From an optimization exercise on the open Yosys and OpenROAD flow, aimed at small area; shortcuts taken in it are not production practice. Only simulation tests tie the RTL to the original design; equivalence was not proved. Power is estimated from default activity; no workload was simulated.

### flow/flow/run.sh
#!/bin/bash
# Layout flow: the standard flow (standard.sh) with two changes:
#  - synthesis is the standard flow's script with ABC's mapping step run with an area-oriented
#    script (flow/abc_area.script); everything before ABC, including register
#    mapping and naming, is unchanged;
#  - port buffers are the smallest buffer (buf_1) rather than the resizer's pick.
# Every tool's output goes to the ORFS logs under orfs/logs, and make's to flow.log.
set -euo pipefail
W=$PWD
export AREA_ABC_SCRIPT=$W/flow/abc_area.script
export BUFFER_PORTS_ARGS="-buffer_cell sky130_fd_sc_hd__buf_1"
if [[ -f $W/flow/cts_args ]]; then export CTS_ARGS="$(cat $W/flow/cts_args)"; fi

{
  head -n 1 synth_recipe.tcl
  cat <<'EOT'
proc abc {args} {
  set i [lsearch -exact $args -script]
  if {$i >= 0} { set args [lreplace $args $i [expr {$i + 1}] -script $::env(AREA_ABC_SCRIPT)] }
  yosys abc {*}$args
}
EOT
  if [[ -f $W/flow/no_extract_fa ]]; then echo 'proc extract_fa {args} { }'; fi
  tail -n +2 synth_recipe.tcl
} > area_synth.tcl

sed "s#SYNTH_SCRIPT=[^ ]*#SYNTH_SCRIPT=$W/area_synth.tcl#" standard.sh > area_standard.sh
bash area_standard.sh > flow.log 2>&1
### flow/flow/abc_area.script
&get -n
&st
&dch -x
&nf -R 60 -p -C 32 -F 8 -A 8 -a
&put
### flow/flow/cts_args
-sink_clustering_enable -repair_clock_nets -buf_list "sky130_fd_sc_hd__clkbuf_4 sky130_fd_sc_hd__clkbuf_8" -dont_use_dummy_load -sink_clustering_size 18 -sink_clustering_max_diameter 50
### flow/flow/no_extract_fa
### flow/standard.sh
#!/bin/bash
# synth_recipe.tcl (not shown) runs the flow's synth.tcl, then flattens the netlist and writes it again
# the make line also repeats each setting of config.mk as NAME=value (left out here)
make -C /OpenROAD-flow-scripts/flow DESIGN_CONFIG=/design/flow/config.mk WORK_HOME=/design/flow/orfs CLKGATE_MAP_FILE= SYNTH_SCRIPT=/design/flow/synth_recipe.tcl "${@:-finish}"
### flow/config.mk
export PLATFORM = sky130hd
export DESIGN_NAME = csr_file
export DESIGN_NICKNAME = csr_file
export VERILOG_FILES = /design/flow/design.v
export SDC_FILE = /design/flow/constraint.sdc
export NUM_CORES = 4
export LEC_CHECK = 0
export CAP_MARGIN = 10
export CORE_MARGIN = 2
export CORE_UTILIZATION = 60
export GPL_ROUTABILITY_DRIVEN = 0
export SLEW_MARGIN = 10
### flow/constraint.sdc
create_clock -name core_clock -period 7.0 [get_ports {clk}]
set_input_delay 1.4000 -clock core_clock [delete_from_list [all_inputs] [get_ports {clk}]]
set_output_delay 1.4000 -clock core_clock [all_outputs]
set_load 0.01 [all_outputs]
### flow/design.v
module csr_file (
    input  logic        clk,
    input  logic        reset,
    input  logic        csr_valid,
    input  logic        csr_w_valid,
    input  logic [11:0] csr_ra,
    output logic [63:0] csr_rd,
    input  logic        wr_valid,
    input  logic [11:0] wr_addr,
    input  logic [63:0] wr_data,
    input  logic        commit_valid,
    input  logic        trap_valid,
    input  logic [63:0] trap_pc,
    input  logic [63:0] trap_cause,
    input  logic [63:0] trap_tval,
    input  logic        mret_valid,
    output logic        redirect_valid,
    output logic [63:0] redirect_pc
);
    typedef logic [63:0] word_t;
    localparam logic [11:0] A_MSTATUS  = 12'h300;
    localparam logic [11:0] A_MIE      = 12'h304;
    localparam logic [11:0] A_MTVEC    = 12'h305;
    localparam logic [11:0] A_MSCRATCH = 12'h340;
    localparam logic [11:0] A_MEPC     = 12'h341;
    localparam logic [11:0] A_MCAUSE   = 12'h342;
    localparam logic [11:0] A_MTVAL    = 12'h343;
    localparam logic [11:0] A_MIP      = 12'h344;
    localparam logic [11:0] A_MCYCLE   = 12'hB00;
    localparam logic [11:0] A_MINSTRET = 12'hB02;
    logic        st_mie, st_mpie;
    logic [1:0]  st_mpp;
    logic [63:2] mtvec, mepc;
    word_t       mie, mscratch, mcause, mtval, mip, mcycle, minstret;
    logic        redir_trap, redir_mret;
    logic unused_w_valid;
    assign unused_w_valid = csr_w_valid;
    logic wr_en;
    assign wr_en = wr_valid & ~trap_valid & ~mret_valid;
    logic w_mstatus, w_mie, w_mtvec, w_mscratch, w_mepc, w_mcause, w_mtval, w_mip, w_mcycle, w_minstret;
    assign w_mstatus  = wr_en & (wr_addr == A_MSTATUS);
    assign w_mie      = wr_en & (wr_addr == A_MIE);
    assign w_mtvec    = wr_en & (wr_addr == A_MTVEC);
    assign w_mscratch = wr_en & (wr_addr == A_MSCRATCH);
    assign w_mepc     = wr_en & (wr_addr == A_MEPC);
    assign w_mcause   = wr_en & (wr_addr == A_MCAUSE);
    assign w_mtval    = wr_en & (wr_addr == A_MTVAL);
    assign w_mip      = wr_en & (wr_addr == A_MIP);
    assign w_mcycle   = wr_en & (wr_addr == A_MCYCLE);
    assign w_minstret = wr_en & (wr_addr == A_MINSTRET);
    logic r_mstatus, r_mie, r_mtvec, r_mscratch, r_mepc, r_mcause, r_mtval, r_mip, r_mcycle, r_minstret;
    assign r_mstatus  = (csr_ra == A_MSTATUS);
    assign r_mie      = (csr_ra == A_MIE);
    assign r_mtvec    = (csr_ra == A_MTVEC);
    assign r_mscratch = (csr_ra == A_MSCRATCH);
    assign r_mepc     = (csr_ra == A_MEPC);
    assign r_mcause   = (csr_ra == A_MCAUSE);
    assign r_mtval    = (csr_ra == A_MTVAL);
    assign r_mip      = (csr_ra == A_MIP);
    assign r_mcycle   = (csr_ra == A_MCYCLE);
    assign r_minstret = (csr_ra == A_MINSTRET);
    logic byp;
    assign byp = wr_en & |{A_MSTATUS  == wr_addr && r_mstatus,
                           A_MIE      == wr_addr && r_mie,
                           A_MTVEC    == wr_addr && r_mtvec,
                           A_MSCRATCH == wr_addr && r_mscratch,
                           A_MEPC     == wr_addr && r_mepc,
                           A_MCAUSE   == wr_addr && r_mcause,
                           A_MTVAL    == wr_addr && r_mtval,
                           A_MIP      == wr_addr && r_mip,
                           A_MCYCLE   == wr_addr && r_mcycle,
                           A_MINSTRET == wr_addr && r_minstret};
    logic s_reg, s_byp;
    assign s_reg = csr_valid & ~byp;
    assign s_byp = csr_valid & byp;
    word_t byp_mask;
    always_comb begin
        byp_mask = {64{s_byp}};
        if (r_mstatus) byp_mask = {51'd0, s_byp, s_byp, 3'd0, s_byp, 3'd0, s_byp, 3'd0};
        if (r_mtvec | r_mepc) byp_mask[1:0] = 2'b00;
    end
    word_t v_mstatus, v_mtvec, v_mepc;
    assign v_mstatus = {51'd0, st_mpp, 3'd0, st_mpie, 3'd0, st_mie, 3'd0};
    assign v_mtvec   = {mtvec, 2'b00};
    assign v_mepc    = {mepc, 2'b00};
    word_t g_a, g_b, g_c, g_d;
    assign g_a = ({64{s_reg & r_mie}}      & mie)      |
                 ({64{s_reg & r_mtvec}}    & v_mtvec)  |
                 ({64{s_reg & r_mscratch}} & mscratch);
    assign g_b = ({64{s_reg & r_mepc}}     & v_mepc)   |
                 ({64{s_reg & r_mcause}}   & mcause)   |
                 ({64{s_reg & r_mtval}}    & mtval);
    assign g_c = ({64{s_reg & r_mip}}      & mip)      |
                 ({64{s_reg & r_mcycle}}   & mcycle)   |
                 ({64{s_reg & r_minstret}} & minstret);
    assign g_d = ({64{s_reg & r_mstatus}}  & v_mstatus) |
                 (byp_mask & wr_data);
    assign csr_rd = ~(~g_a & ~g_b & ~g_c & ~g_d);
    always_ff @(posedge clk) begin
        redirect_valid <= ~reset & (trap_valid | mret_valid);
        redir_trap     <= trap_valid;
        redir_mret     <= ~trap_valid;
    end
    assign redirect_pc = ({64{redir_trap}} & {mtvec, 2'b00}) | ({64{redir_mret}} & {mepc, 2'b00});
    logic nr;
    assign nr = ~reset;
    logic l_mie, l_mtvec, l_mscratch, l_mip, l_mepc, l_mcause, l_mtval, l_mcycle, l_minstret;
    logic h_mie, h_mtvec, h_mscratch, h_mip, h_mepc, h_mcause, h_mtval, h_mcycle, h_minstret;
    logic t_ld;
    assign l_mie      = w_mie      & nr;
    assign l_mtvec    = w_mtvec    & nr;
    assign l_mscratch = w_mscratch & nr;
    assign l_mip      = w_mip      & nr;
    assign l_mepc     = w_mepc     & nr;
    assign l_mcause   = w_mcause   & nr;
    assign l_mtval    = w_mtval    & nr;
    assign l_mcycle   = w_mcycle   & nr;
    assign l_minstret = w_minstret & nr;
    assign h_mie      = ~(w_mie      | reset);
    assign h_mtvec    = ~(w_mtvec    | reset);
    assign h_mscratch = ~(w_mscratch | reset);
    assign h_mip      = ~(w_mip      | reset);
    assign h_mepc     = ~(w_mepc   | reset | trap_valid);
    assign h_mcause   = ~(w_mcause | reset | trap_valid);
    assign h_mtval    = ~(w_mtval  | reset | trap_valid);
    assign h_mcycle   = ~(w_mcycle   | reset);
    assign h_minstret = ~(w_minstret | reset);
    assign t_ld       = trap_valid & nr;
    localparam int CB = 8;
    word_t cy_c, cy_i;
    logic [63/CB:0] bc_c, bc_i;
    assign bc_c[0] = 1'b1;
    assign bc_i[0] = commit_valid & ~trap_valid;
    for (genvar b = 1; b < 64 / CB; b++) begin : g_blk
        assign bc_c[b] = bc_c[b-1] & (&mcycle[CB*(b-1) +: CB]);
        assign bc_i[b] = bc_i[b-1] & (&minstret[CB*(b-1) +: CB]);
    end
    for (genvar i = 0; i < 64; i++) begin : g_carry
        if (i % CB == 0) begin : g_first
            assign cy_c[i] = bc_c[i / CB];
            assign cy_i[i] = bc_i[i / CB];
        end else begin : g_next
            assign cy_c[i] = cy_c[i-1] & mcycle[i-1];
            assign cy_i[i] = cy_i[i-1] & minstret[i-1];
        end
    end
    always_ff @(posedge clk) begin
        mie      <= ({64{l_mie}}      & wr_data)       | ({64{h_mie}}      & mie);
        mtvec    <= ({62{l_mtvec}}    & wr_data[63:2]) | ({62{h_mtvec}}    & mtvec);
        mscratch <= ({64{l_mscratch}} & wr_data)       | ({64{h_mscratch}} & mscratch);
        mip      <= ({64{l_mip}}      & wr_data)       | ({64{h_mip}}      & mip);
        mepc     <= ({62{t_ld}} & trap_pc[63:2]) | ({62{l_mepc}}   & wr_data[63:2]) | ({62{h_mepc}}   & mepc);
        mcause   <= ({64{t_ld}} & trap_cause)    | ({64{l_mcause}} & wr_data)       | ({64{h_mcause}} & mcause);
        mtval    <= ({64{t_ld}} & trap_tval)     | ({64{l_mtval}}  & wr_data)       | ({64{h_mtval}}  & mtval);
        mcycle   <= ({64{l_mcycle}}   & wr_data) | ({64{h_mcycle}}   & (mcycle   ^ cy_c));
        minstret <= ({64{l_minstret}} & wr_data) | ({64{h_minstret}} & (minstret ^ cy_i));
    end
    always_ff @(posedge clk) begin
        if (reset) begin
            st_mie  <= 1'b0;
            st_mpie <= 1'b0;
            st_mpp  <= 2'b00;
        end else if (trap_valid) begin
            st_mie  <= 1'b0;
            st_mpie <= st_mie;
            st_mpp  <= 2'b11;
        end else if (mret_valid) begin
            st_mie  <= st_mpie;
            st_mpie <= 1'b1;
            st_mpp  <= 2'b11;
        end else if (w_mstatus) begin
            st_mie  <= wr_data[3];
            st_mpie <= wr_data[7];
            st_mpp  <= wr_data[12:11];
        end
    end
endmodule
==> results of run 1 <==
## layout make-up
type                            instances  area share [%]
Timing Repair Buffer                  463           7.405
Multi-Input combinational cell       1479           41.41
Antenna cell                            8         0.07518
Clock buffer                           47           2.429
Sequential cell                       579           43.56
Tap cell                              511           2.401
Inverter                              193           2.720
## sequential cells by signal, indices dropped and copies added, names as in the netlist, 64 cells and up
register  flops
mip          64
mcause       64
mie          64
mcycle       64
mtval        64
minstret     64
mscratch     64
## worst reg2reg max path, delay by kind of cell (launching register included)
family                    cells  cell delay (ps)
xor gates and xnor gates      1              160
buffers and inverters         2              460
AOI/OAI and AO/OA             1              170
and+or+nand+nor              10             3410
DFF                           1              350
## report_power, final
group | leakage (nW) | switching, mW | internal [mW]
clock | 0.338 | 1.08 | 0.601
sequential | 4.70 | 0.0656 | 3.36
combinational | 4.14 | 0.254 | 0.119
## per-layer routing
layer  vias to the layer above  routed length, µm  track usage (%)
li1                      10380                  -                -
met1                     11660              31840            53.13
met2                      1907              38890            63.93
met3                       279              12250            10.82
met4                         6               3321            20.42
met5                         -                 42                0
## cell usage after synthesis, types with 2 or more instances
library cell    n  share of area, %
a21o_1          8              0.26
a22oi_1         8              0.26
o21ai_0        97               2.1
a222oi_1      378                16
and3b_1         3              0.11
a21oi_1        41              0.89
nand4b_1        3              0.11
nor2_1         46              0.75
a31oi_1        13              0.35
nor2b_1        12              0.32
nor3_1         10              0.22
xnor2_1        16              0.61
dfxtp_1       579                50
o21bai_1        2             0.065
o31ai_1        29              0.94
buf_4           2             0.065
a211oi_1        2             0.065
nor4_1          5              0.14
nand3_1        29              0.63
and4_1          8              0.30
and3_1         16              0.43
nand4_1        91               2.5
or3_1           2             0.054
nand2_1       259               4.2
xor2_1         45               1.7
and2_0          4              0.11
nor4bb_1        2             0.087
clkinv_1      193               3.1
o22ai_1         3             0.081
a22o_1        320                12
nor4b_1         7              0.27
nand2b_1        6              0.16
a41oi_1         4              0.15
## worst paths after layout
| path | to | cells after the start | from |
|---|---|---|---|
| worst min-delay path | mtval[1] | 2 | mtval[1] |
| worst max register to register | minstret[63] | 14 | minstret[0] |
| worst max-delay path | csr_rd[54] | 15 | wr_addr[5] |
| worst min register to register | mtval[1] | 2 | mtval[1] |
## through the flow
| step | cell area, µm² | worst slack (ps) | std cells |
|---|---|---|---|
| floorplan | 23120 | 526.6 | 2253 |
| global placement | 25940 | 623.0 | 3224 |
| detailed placement | 25940 | 565.9 | 3224 |
| CTS | 26590 | 576.1 | 3271 |
| global route | 26620 | 247.6 | 3278 |
| finish | 26630 | 486.9 | 3280 |
## kinds of logic (layout without fill, tap and decap cells)
group | after synthesis | in the layout | share of synthesized area [%]
buf+inv | 195 | 703 | 3.200
compound gates | 909 | 909 | 33.82
xor+xnor | 61 | 61 | 2.312
simple gates | 506 | 506 | 10.45
flops | 579 | 579 | 50.15
mux | 1 | 1 | 0.04331
other cells | 1 | 10 | 0.01623
==> metrics.yaml, run 1 <==
placed_design:
  port_buffers: 411
  hpwl_um: 51620
finish:
  area_delta_synth_final_pct: 15.22
  post_route_cells_drive_above_1_share_pct: 4.853
  regArea_um2: 11600
  final_nets: 3051
  mostFrequentLayoutCells: "577 x dfxtp_1, 410 x buf_1, 378 x a222oi_1, 320 x a22o_1, 259 x nand2_1"
  multiInputGateArea_um2: 11030
  fillers: 3088
  final_common_cell: "dfxtp_1"
  final_util_pct: 70.37
logic_synthesis:
  ys_warn_count: 1
  synth.avg_cell_area_um2: 10.26
  synth_edf_count: 0
  synth-seq-cells: 579
  synth_top_flop_cell: "dfxtp_1"
  ys_seq_area_share_pct: 50.15
  syn_area_um2: 23110
  synthArstFlopShare_pct: 0
  syn_inst: 2252
  synth.distinct_cells: 42
worst_setup_path:
  startpoint_type: "input pin"
  path_cells: "buf_1 -> nor3_1 -> nand2_1 -> nor2_1 -> nand4b_1 -> o22ai_1 -> nor4_1 -> a31oi_1 -> nand2b_1 -> buf_4 -> nor2_4 -> buf_4 -> a222oi_1 -> nand4_1 -> buf_1"
  arrival_ps: 5110
  worstSetupPathType: "in -> out"
  critPathBufInv: 4
  reg2reg_setup_slack_ps: 2400
  slowest_stage: "a222oi_1"
  cp_top_family: "simple AND/OR/NAND/NOR gates"
  crit_fanout: 29
  cp.required_ps: 5600
  max_stage_delay_ps: 610
  cp-end-kind: "output port"
clock_network:
  ctsResizeCount: 0
  clkSlewWorstSetupHoldPaths_ps: 40
  clock_sinks: 579
  cts_tree: "yes"
  holdBufCountCts: 0
  root_buffer: "clkbuf_8"
  cts_buffers: 47
  cts_buffer_depth: 3
  post_cts_buffers: 0
  cts.htree.levels: 2
  clock_latency_ps: 680
floorplanning:
  fp.coreArea_um2: 37840
  die_y_um: 200.3
  rows: 71
  ios: 417
  fp.dieW_um: 200.3
  die_area_um2: 40100
  start_util_pct: 61.07
grt:
  antenna_found_initial: 11
  grt_pass1_vias: 23530
  grt_max_degree: 82
  grt_pass1_wl_um: 132300
  grt_usage_pct: 41.13
  overflow: 0
routing:
  drt_iter0_drc: 4675
  routedWlPerCell_um: 26.32
  vias_per_cell: 7.385
  wirelength_um: 86340
  route.detailed.drc: 0
  vias: 24220
  ant_nets: 0
  dr.pass1.iters: 13
sta:
  fin_crit_ps: 6513
  report.final.slew_viol_count: 0
  fin_setup_tns_ps: 0
  slew_headroom_pct: 13.61
  fin_worst_skew_ps: 56.32
  setup_viol: 0
  fmax_ghz: 0.1535
  post-route-period-util_pct: 93.04
  rsz0062_at_grt: "false"
  hold_ws_ps: 483.4
  worst_pin_slew_ps: 1293
  hold_violations: 0
hold_path:
  hold_path.class: "reg -> reg"
status:
  status: "complete, no violations"
flow_run:
  drv_cap: 0
power:
  powerDensity_nw_per_um2: 205.8
  p_total_mw: 5.479
  p_leak_nw: 9.178
  peakVddDrop_mv: 0.1896
==> run 2: changes to the inputs <==
--- a/flow/flow/run.sh
+++ b/flow/flow/run.sh
@@ -1,9 +1,12 @@
 #!/bin/bash
-# Layout flow: the standard flow (standard.sh) with two changes:
+# Layout flow: the standard flow (standard.sh) with these changes:
 #  - synthesis is the standard flow's script with ABC's mapping step run with an area-oriented
-#    script (flow/abc_area.script); everything before ABC, including register
-#    mapping and naming, is unchanged;
-#  - port buffers are the smallest buffer (buf_1) rather than the resizer's pick.
+#    script (flow/abc_area.script); when flow/no_extract_fa exists, Yosys's half/full
+#    adder extraction is skipped and ABC maps that logic too. Everything before ABC,
+#    including register mapping and naming, is unchanged;
+#  - port buffers are the smallest buffer (buf_1) rather than the resizer's pick;
+#  - CTS uses the arguments in flow/cts_args (buffer list, sink clustering, no dummy
+#    loads) when that file exists.
 # Every tool's output goes to the ORFS logs under orfs/logs, and make's to flow.log.
 set -euo pipefail
 W=$PWD
==> flow/flow/abc_area.script (replaced) <==
&get -n
&st
&dch -x
&nf -R 100 -p -C 32 -F 8 -A 8 -a
&put
==> flow/flow/cts_args (replaced) <==
-sink_clustering_enable -repair_clock_nets -buf_list "sky130_fd_sc_hd__clkbuf_4 sky130_fd_sc_hd__clkbuf_8" -dont_use_dummy_load -sink_clustering_size 16 -sink_clustering_max_diameter 60
==> run 2 against run 1 <==
  * First-iteration DRC count rose by 2.0%
  * Die area decreased by 0.14%
  * Core utilization is 0.21 points lower
  * Critical path type unchanged
  * Combinational power hardly changed
  * Fmax is 0.51% lower
  * Via count decreased by 1.6%
==> metrics.yaml, run 2 <==
routing:
  wirelength_um: 87600
  ant_nets: 0
  dr.pass1.iters: 11
  vias: 23850
  route.detailed.drc: 0
  routedWlPerCell_um: 27.10
  drt_iter0_drc: 4768
  vias_per_cell: 7.376
finish:
  post_route_cells_drive_above_1_share_pct: 4.492
  final_nets: 3006
  fillers: 3059
  area_delta_synth_final_pct: 14.77
  final_common_cell: "dfxtp_1"
  final_util_pct: 70.15
  mostFrequentLayoutCells: "577 x dfxtp_1, 411 x buf_1, 378 x a222oi_1, 357 x a22o_1, 217 x nand2_1"
grt:
  grt_max_degree: 153
  overflow: 0
  antenna_found_initial: 5
  grt_pass1_vias: 22850
  grt_usage_pct: 41.88
  grt_pass1_wl_um: 133400
power:
  switching_share_pct: 25.65
  peakVddDrop_mv: 0.1852
  power_frac_comb_pct: 6.9
  p_leak_nw: 9.189
  p_total_mw: 5.439
  clock_power_share_pct: 30.1
  p_sw_mw: 1.395
  p_int_mw: 4.044
  p_seq_share_pct: 63.0
  powerDensity_nw_per_um2: 205.3
worst_setup_path:
  cp.required_ps: 5600
  cp_top_family: "simple AND/OR/NAND/NOR gates"
  critPathBufInv: 5
  cp_common_cell: "buf_4"
  crit_fanout: 30
  worstSetupPathType: "in -> out"
  slowest_stage: "nor2_4"
  max_stage_delay_ps: 900
  startpoint_type: "input pin"
  path_cells: "buf_1 -> nor3_1 -> nand2_1 -> nor4_1 -> buf_4 -> and4b_1 -> a32oi_1 -> o211ai_1 -> nor4_1 -> o21ai_2 -> buf_4 -> nor2_4 -> buf_4 -> a222oi_1 -> nand4_1 -> buf_1"
  cp-end-kind: "output port"
  arrival_ps: 5150
logic_synthesis:
  syn_inst: 2217
  synth.avg_cell_area_um2: 10.41
  ys_warn_count: 1
  synth_edf_count: 0
  synthTopCellsByArea: "dfxtp_1 50%, a222oi_1 16%, a22o_1 14%, nand2_1 3.5%, clkinv_1 3.1%"
  synth_common_cells: "579 x dfxtp_1, 378 x a222oi_1, 357 x a22o_1"
  synthArstFlopShare_pct: 0
  synth_top_flop_cell: "dfxtp_1"
  synth.most_common_cell: "dfxtp_1"
  synth.distinct_cells: 44
  synth-seq-cells: 579
  ys_seq_area_share_pct: 50.23
  synth_area_leader_cell: "dfxtp_1"
  syn_area_um2: 23080
  synth_top_area_share_pct: 50.23
sta:
  fin_setup_tns_ps: 0
  fin_crit_ps: 6546
  worst_pin_slew_ps: 1260
  setup_viol: 0
  fmax_ghz: 0.1528
  slew_headroom_pct: 15.99
  report.final.slew_viol_count: 0
  hold_violations: 0
  rsz0062_at_grt: "false"
  post-route-period-util_pct: 93.52
  fin_worst_skew_ps: 60.86
floorplanning:
  start_util_pct: 61.12
  die_y_um: 200.1
  die_area_um2: 40050
  ios: 417
  fp.coreArea_um2: 37760
  fp.dieW_um: 200.1
  rows: 71
flow_run:
  drv_cap: 0
clock_network:
  clkSlewWorstSetupHoldPaths_ps: 60
  root_buffer: "clkbuf_8"
  holdBufCountCts: 0
  post_cts_buffers: 0
  cts_buffer_depth: 3
  clock_sinks: 579
  clock_latency_ps: 670
  cts.htree.levels: 2
  cts_tree: "yes"
  ctsResizeCount: 0
  cts_buffers: 44
placed_design:
  hpwl_um: 51220
  port_buffers: 411
hold_path:
  hold_path.class: "reg -> reg"
status:
  status: "complete, no violations"
run 2: cell types whose count changed after synthesis, sizes merged, moves of 13 or more:
cell   change
nand2     -42
o31ai     -18
nor2      +22
o21ai     -24
a22o      +37
xnor2     +13
run 2: final timing paths:
path              start         end  slack (ps)  depth (start not counted)
min reg2reg    mtval[3]    mtval[3]         480                          2
max          wr_addr[4]  csr_rd[54]         450                         16
max reg2reg   mcycle[2]  mcycle[63]        1230                         17
min            mtval[3]    mtval[3]         480                          2
run 2: area by class of cell:
type                    instances  area (µm²)  area share (%)
repair buffers                456        1931           7.289
diodes                          6       15.01         0.05669
multi-input cells            1444       10970           41.43
inverters                     193       724.4           2.735
well taps                     511       639.4           2.414
flip-flops and latches        579       11600           43.79
clock buffers                  44       605.6           2.286
run 2: logic make-up after synthesis:
group	count (synthesis)	synth area share, %
AO/OA/AOI/OAI	895	34.10
XOR/XNOR	63	2.391
buffers and inverters	195	3.204
flip-flops	579	50.23
multiplexers	1	0.04338
other	1	0.01625
AND/OR/NAND/NOR	483	10.02
run 2: worst min-delay path: cells and delay by family (launching register included):
family	cells	cell delay, ps
AOI/OAI and AO/OA	1	90
buffers and inverters	1	40
DFF	1	330
run 2: power groups by stage:
stage	Combinational, mW	Clock, mW	Sequential, mW
final	0.374	1.64	3.43
after detailed placement	0.361	0	3.50
after floorplan	0.161	0	3.47
after CTS	0.362	1.64	3.42
after global placement	0.352	0	3.49
after global routing	0.397	1.75	3.43
run 2: per-layer routing:
metal | vias to the layer above | part of all wire [%] | track usage, %
li1 | 10240 | - | -
met1 | 11460 | 38 | 55.63
met2 | 1855 | 44 | 64.15
met3 | 291 | 14 | 9.925
met4 | 0 | 4.8 | 20.63
met5 | - | 0 | 0
run 2: metrics by stage:
stage	hold slack [ps]	setup WS (ps)	instance area (µm²)	cells
after floorplan	430.7	257.2	23080	2218
after global placement	459.5	650.0	25870	3183
after detailed placement	462.7	584.0	25870	3183
after CTS	481.8	580.1	26470	3227
after global routing	502.0	315.4	26480	3232
final	484.6	453.7	26490	3233
==> run 3: changes to the inputs <==
==> flow/flow/abc_area.script (replaced) <==
&get -n
&st
&dch -x
&nf -R 150 -p -C 32 -F 8 -A 8 -a
&put
==> run 3 against run 2 <==
  * Worst hold slack got worse by 4.4 ps
  * Highest routed layer is now met5
  * Clock skew decreased by 2.7 ps
  * Sequential share of layout area is essentially flat
  * Via count hardly changed
  * Cell area about the same
  * Power about the same
  * Count of clock-buffer cells in the layout is 1 higher
  * Non-clock buffer count grew 1
  * Critical endpoint is now csr_rd[33]
  * Flip-flop and latch count is the same
  * Global-route usage hardly changed
  * Critical path type unchanged
  * Largest power group unchanged
  * Setup slack improved by 4.6 ps
  * Still clean on timing, DRC and antenna
==> metrics.yaml, run 3 <==
status:
  status: "complete, no violations"
sta:
  fin_worst_skew_ps: 58.14
  post-route-period-util_pct: 93.45
  fin_setup_tns_ps: 0
  fmax_ghz: 0.1529
  worst_pin_slew_ps: 1332
  setup_viol: 0
  fin_crit_ps: 6542
  slew_headroom_pct: 10.99
  rsz0062_at_grt: "false"
  hold_violations: 0
  report.final.slew_viol_count: 0
worst_setup_path:
  r2r_start: "mcycle[0]"
  reg2reg_setup_slack_ps: 570
  arrival_ps: 5140
  critPathCapture: "csr_rd[33]"
  crit_fanout: 36
  worstSetupPathType: "in -> out"
  timing.rr.end: "mcycle[63]"
  cp.required_ps: 5600
  cp-end-kind: "output port"
  rr_worst_depth: 21
  crit_start: "wr_addr[3]"
  startpoint_type: "input pin"
floorplanning:
  fp.coreArea_um2: 37760
  ios: 417
  fp.dieW_um: 199.9
  start_util_pct: 60.98
  rows: 71
  die_area_um2: 39950
  die_y_um: 199.9
finish:
  area_delta_synth_final_pct: 15.03
  post_route_cells_drive_above_1_share_pct: 4.614
  mostFrequentLayoutCells: "577 x dfxtp_1, 410 x buf_1, 378 x a222oi_1, 359 x a22o_1, 220 x nand2_1"
  final_nets: 2999
  multiInputGateArea_um2: 10910
  final_common_cell: "dfxtp_1"
  regArea_um2: 11600
  fillers: 3121
grt:
  grt_max_degree: 153
  grt_pass1_vias: 22410
  grt_usage_pct: 41.84
  grt_pass1_wl_um: 129000
  antenna_found_initial: 8
  overflow: 0
routing:
  drt_iter0_drc: 4376
  ant_nets: 0
  wirelength_um: 86960
  vias_per_cell: 7.394
  route.detailed.drc: 0
  vias: 23860
  dr.pass1.iters: 12
  routedWlPerCell_um: 26.95
logic_synthesis:
  synth_top_area_share_pct: 50.35
  ys_seq_area_share_pct: 50.35
  ys_warn_count: 1
  synth.avg_cell_area_um2: 10.43
  synth-seq-cells: 579
  synth.most_common_cell: "dfxtp_1"
  syn_inst: 2208
  synth.distinct_cells: 43
  synthArstFlopShare_pct: 0
  synthTopCellsByArea: "dfxtp_1 50%, a222oi_1 16%, a22o_1 14%, nand2_1 3.6%, clkinv_1 3.2%"
  synth_top_flop_cell: "dfxtp_1"
  synth_common_cells: "579 x dfxtp_1, 378 x a222oi_1, 359 x a22o_1"
  synth_edf_count: 0
  synth_area_leader_cell: "dfxtp_1"
  syn_area_um2: 23020
power:
  p_total_mw: 5.441
  peakVddDrop_mv: 0.1556
  p_leak_nw: 9.187
  powerDensity_nw_per_um2: 205.5
clock_network:
  post_cts_buffers: 0
  cts_buffers: 45
  clock_latency_ps: 660
  cts_tree: "yes"
  clkSlewWorstSetupHoldPaths_ps: 50
  cts.htree.levels: 2
  clock_sinks: 579
  ctsResizeCount: 0
  cts_buffer_depth: 3
  holdBufCountCts: 0
  root_buffer: "clkbuf_8"
placed_design:
  port_buffers: 411
  hpwl_um: 50880
flow_run:
  drv_cap: 0
hold_path:
  hold_path.class: "reg -> reg"
-- run 3: per-layer routing --
layer | part of all wire (%) | global-route usage, % | wire [µm]
met1 | 38 | 56.87 | 32870
met2 | 44 | 63.66 | 37960
met3 | 14 | 8.854 | 12470
met4 | 4.2 | 20.11 | 3612
met5 | 0.047 | 0 | 41
-- run 3: how the worst min path moves through the flow --
stage                      start            to  slack (ps)  cells past startpoint
finish                    mip[0]        mip[0]         480                      1
global route              mip[0]        mip[0]         500                      1
CTS                       mip[0]        mip[0]         480                      1
detailed placement  mscratch[16]  mscratch[16]         460                      1
global placement      mcause[18]    mcause[18]         460                      2
floorplan             mcause[63]    mcause[63]         430                      2
-- run 3: per-stage QoR --
step / setup WS (ps) / instance area [µm²] / instances / hold WS [ps] / utilization (%)
floorplan: 257.2 / 23030 / 2209 / 430.7 / -
global placement: 546.9 / 25820 / 3174 / 459.4 / 68.40
detailed placement: 407.1 / 25820 / 3174 / 463.1 / 68.40
CTS: 518.9 / 26440 / 3219 / 481.3 / 70.04
global route: 138.2 / 26470 / 3223 / 501.6 / 70.11
finish: 458.4 / 26480 / 3227 / 480.1 / 70.14
-- run 3: cells by family (layout without fill, tap and decap cells) --
| family | Yosys count | after routing | share of synthesized area, % |
|---|---|---|---|
| XOR/XNOR | 63 | 63 | 2.397 |
| AO/OA/AOI/OAI | 895 | 895 | 34.17 |
| flip-flops | 579 | 579 | 50.35 |
| multiplexers | 1 | 1 | 0.04348 |
| buffers and inverters | 196 | 696 | 3.228 |
| AND/OR/NAND/NOR | 473 | 473 | 9.793 |
| other | 1 | 9 | 0.01629 |
-- run 3: cell type report --
cell class              instances  area share, %
clock buffers                  45          2.339
repair buffers                457          7.418
inverters                     194          2.750
diodes                          7        0.06615
multi-input cells            1434          41.21
well taps                     511          2.414
flip-flops and latches        579          43.80
-- run 3: where the power goes --
part | internal (mW) | switching (mW) | total [mW]
Clock | 0.577 | 1.06 | 1.64
Sequential | 3.36 | 0.0658 | 3.43
Combinational | 0.118 | 0.257 | 0.375
-- run 3: critical path: stages --
cell and delay [ps]:
buf_1 120, nand2b_1 140, nor3_1 90, nor2b_1 210, a32oi_1 200, o211ai_1 120
nor4_1 400, o21ai_2 90, buf_4 230, nor2_4 930, buf_4 550, a222oi_1 150
nand4_1 280, buf_1 190

static timing again, ports no longer ideal:
Ports are ideal in the flow. The routed layouts listed here were re-timed in OpenROAD.
Step 1 sets driving cells, clkbuf_16 on the clock port and buf_2 on the other inputs (assumed; they add their load-dependent delay and slew).
Step 2, shift: input delay + t, output delay - t, t = (earliest + latest rising clock arrival at the registers) / 2. This alone moves slack from input paths to output paths.
Slacks: ideal ports / drivers / drivers and shift; pairs: ideal ports / drivers.
run | shift t [ns] | setup slack, ns | worst register clock-pin slew, ns
run 1 | 0.695 | 0.487 / 0.466 / 0.466 | 0.12 / 0.12
run 2 | 0.703 | 0.454 / 0.418 / 0.418 | 0.11 / 0.11
run 3 | 0.689 | 0.458 / 0.433 / 0.333 | 0.11 / 0.11
After both steps setup and hold are still met in every run listed. For run 3, which loses most, drivers alone change the setup slack by -0.025 ns; drivers and shift together by -0.125 ns.
